From an optimization exercise on the open Yosys and OpenROAD flow, aimed at small area, a short achievable clock period and few clock cycles; shortcuts taken in it are not production practice.
RTL that was checked went through simulation tests only; none was proved equivalent to the original.

==> job 8270: inputs <==
==> flow/design.v (excerpt) <==
module cache_top
(
    input  logic                    clk,
    input  logic                    proc_reset,
    input  logic                    proc_read,
    input  logic                    proc_write,
    input  logic [29:0]             proc_addr,
    input  logic [cache_geom_pkg::WORD_W-1:0]       proc_wdata,
    output logic [cache_geom_pkg::WORD_W-1:0]       proc_rdata,
    output logic                    proc_stall,
    output logic                    mem_read,
    output logic                    mem_write,
    output logic [cache_geom_pkg::BLOCK_ADDR_W-1:0] mem_addr,
    output logic [cache_geom_pkg::BLOCK_W-1:0]      mem_wdata,
    input  logic [cache_geom_pkg::BLOCK_W-1:0]      mem_rdata,
    input  logic                    mem_ready
);
    logic [cache_geom_pkg::TAG_W-1:0]    addr_tag;
    logic [cache_geom_pkg::OFFSET_W-1:0] addr_offset;
    logic [3:0]         match;
    logic [3:0]         match_rd;
    logic               read_n;
    logic               fill_we;
    logic [cache_geom_pkg::BLOCK_W-1:0] line_block;
    assign {addr_tag, addr_offset} = proc_addr;
    assign mem_addr = addr_tag;
    cache_tag_store u_tag_store (
        .clk        (clk),
        .proc_reset (proc_reset),
        .addr_tag   (addr_tag),
        .tag_we     (fill_we),
        .read_n     (read_n),
        .match      (match),
        .match_rd   (match_rd)
    );
    cache_data_store u_data_store (
        .clk         (clk),
        .addr_offset (addr_offset),
        .proc_write  (proc_write),
        .wdata       (proc_wdata),
        .fill_we     (fill_we),
  ...
==> module cache_data_store, before the edit <==
module cache_data_store
(
    input  logic                                 clk,
    input  logic [cache_geom_pkg::OFFSET_W-1:0]  addr_offset,
    input  logic                                 proc_write,
    input  logic [cache_geom_pkg::WORD_W-1:0]    wdata,
    input  logic                                 fill_we,
    input  logic [cache_geom_pkg::BLOCK_W-1:0]   fill_block,
    output logic [cache_geom_pkg::BLOCK_W-1:0]   line_block
);
    localparam int W = cache_geom_pkg::WORD_W;
    always_ff @(posedge clk)
    begin
        for (int k = 0; k < cache_geom_pkg::WORDS_PER_BLOCK; k++)
        begin
            if (proc_write && addr_offset == k)
            begin
                line_block[k*W +: W] <= wdata;
            end
            else if (fill_we)
            begin
                line_block[k*W +: W] <= fill_block[k*W +: W];
            end
        end
    end
endmodule
==> flow/config.mk <==
export PLATFORM = sky130hd
export DESIGN_NAME = cache_top
export DESIGN_NICKNAME = cache_top
export VERILOG_FILES = /design/flow/design.v
export SDC_FILE = /design/flow/constraint.sdc
export NUM_CORES = 4
export LEC_CHECK = 0
export CAP_MARGIN = 20
export CORE_MARGIN = 2
export CORE_UTILIZATION = 45
export CTS_BUF_LIST = sky130_fd_sc_hd__clkbuf_4 sky130_fd_sc_hd__clkbuf_8
export SETUP_SLACK_MARGIN = 2.0
export SLEW_MARGIN = 20
export SYNTH_HIERARCHICAL = 1
==> flow/constraint.sdc <==
create_clock -name core_clock -period 6.0 [get_ports {clk}]
set_input_delay 1.2000 -clock core_clock [delete_from_list [all_inputs] [get_ports {clk}]]
set_output_delay 1.2000 -clock core_clock [all_outputs]
set_load 0.01 [all_outputs]
standard.sh (not shown) runs the stock make flow with config.mk's settings and CLKGATE_MAP_FILE= SYNTH_SCRIPT=/design/flow/synth_recipe.tcl, a recipe that flattens the netlist after the stock synthesis.
==> flow/flow/run.sh <==
#!/bin/bash
# standard layout, with plain buf_1 cells as the port buffers, and slow
# low-power inverters and buffer-pairs kept out of timing repair
set -euo pipefail
W=$(pwd)
PLAT_DONT_USE=$(make -s -C "$FLOW_HOME" DESIGN_CONFIG="$W/config.mk" WORK_HOME="$W/orfs" print-DONT_USE_CELLS | sed -n 's/^DONT_USE_CELLS: *//p')
EXTRA="sky130_fd_sc_hd__clkinvlp_2 sky130_fd_sc_hd__clkinvlp_4 sky130_fd_sc_hd__bufbuf_8 sky130_fd_sc_hd__bufbuf_16 sky130_fd_sc_hd__clkdlybuf4s15_1 sky130_fd_sc_hd__clkdlybuf4s15_2 sky130_fd_sc_hd__clkdlybuf4s18_1 sky130_fd_sc_hd__clkdlybuf4s18_2 sky130_fd_sc_hd__clkdlybuf4s25_1 sky130_fd_sc_hd__clkdlybuf4s25_2 sky130_fd_sc_hd__clkdlybuf4s50_1 sky130_fd_sc_hd__clkdlybuf4s50_2"
echo "DONT_USE_CELLS=$PLAT_DONT_USE $EXTRA" > dont_use.log
bash standard.sh finish DONT_USE_CELLS="$PLAT_DONT_USE $EXTRA" BUFFER_PORTS_ARGS="-buffer_cell sky130_fd_sc_hd__buf_1" > standard_flow.log 2>&1
==> inputs of job 6199, as changes to job 8270 <==
--- a/flow/design.v
+++ b/flow/design.v
@@ -96,2 +96,17 @@
     localparam int W = cache_geom_pkg::WORD_W;
+    logic [cache_geom_pkg::WORDS_PER_BLOCK-1:0] sel_word;     
+    logic [cache_geom_pkg::WORDS_PER_BLOCK-1:0] sel_fill;     
+    logic [cache_geom_pkg::BLOCK_W-1:0]         next_block;
+    for (genvar k = 0; k < cache_geom_pkg::WORDS_PER_BLOCK; k++)
+    begin : g_word
+        assign sel_word[k] = proc_write && addr_offset == k;
+        assign sel_fill[k] = fill_we && !sel_word[k];
+        cache_word_merge u_merge (
+            .sel_a (sel_word[k]),
+            .a     (wdata),
+            .sel_b (sel_fill[k]),
+            .b     (fill_block[k*W +: W]),
+            .y     (next_block[k*W +: W])
+        );
+    end
     always_ff @(posedge clk)
@@ -100,9 +115,5 @@
         begin
-            if (proc_write && addr_offset == k)
-            begin
-                line_block[k*W +: W] <= wdata;
-            end
-            else if (fill_we)
+            if (sel_word[k] || sel_fill[k])
             begin
-                line_block[k*W +: W] <= fill_block[k*W +: W];
+                line_block[k*W +: W] <= next_block[k*W +: W];
             end
@@ -111,2 +122,12 @@
 endmodule
+module cache_word_merge
+(
+    input  logic                               sel_a,
+    input  logic [cache_geom_pkg::WORD_W-1:0]  a,
+    input  logic                               sel_b,
+    input  logic [cache_geom_pkg::WORD_W-1:0]  b,
+    output logic [cache_geom_pkg::WORD_W-1:0]  y
+);
+    assign y = ({cache_geom_pkg::WORD_W{sel_a}} & a) | ({cache_geom_pkg::WORD_W{sel_b}} & b);
+endmodule
 `timescale 1ns/1ps
--- a/flow/config.mk
+++ b/flow/config.mk
@@ -11,3 +11,3 @@
 export CTS_BUF_LIST = sky130_fd_sc_hd__clkbuf_4 sky130_fd_sc_hd__clkbuf_8
-export SETUP_SLACK_MARGIN = 2.0
+export SETUP_SLACK_MARGIN = 2.5
 export SLEW_MARGIN = 20
==> flow_summary.json <==
{
  "grt_usage_pct": 26.2,
  "core.rowCount": 53,
  "wl_met1_um": 12300,
  "layout_common_cells": "buf_1 (358), edfxtp_1 (156), a22o_1 (120)",
  "status": "complete, no violations",
  "p_total_mw": 2.78
}
# the run above: job 6199

==> flow_summary.json <==
{
  "layout_common_cells": "buf_1 (384), edfxtp_1 (156), mux2_2 (126)",
  "wl_met1_um": 11600,
  "status": "complete, no violations",
  "core.rowCount": 54,
  "p_total_mw": 2.71
}
# the run above: job 8270

Testbench counts of job 8270, summed over its fixed seeds: cycles 62,883.
For job 6199, only the layout was checked, not whether the RTL still works.

## re-timing with driven ports
Ports are ideal in the flow. The routed layouts listed here were re-timed in OpenROAD. Step 1: set_driving_cell puts a clkbuf_16 on clk and a buf_2 on each other input, an assumption about the parent block. Step 2 adds t to the input delays and takes it off the output delays; t is the mean of the earliest and latest rising clock arrival at the registers after step 1. Input paths then give back, and output paths get back, about the clock's delay inside the block. Slacks: ideal / step 1 / step 2; pairs: ideal / step 1.
run	t, ns	setup WS [ns]	worst data-port slew with drivers (ns)
job 8270	0.491	2.167 / 2.109 / 2.024	0.06
job 6199	0.497	2.515 / 2.472 / 2.365	0.08
After both steps every run listed still meets setup and hold. For job 6199, which loses most, drivers alone change the setup slack by -0.043 ns; drivers and shift together by -0.150 ns.
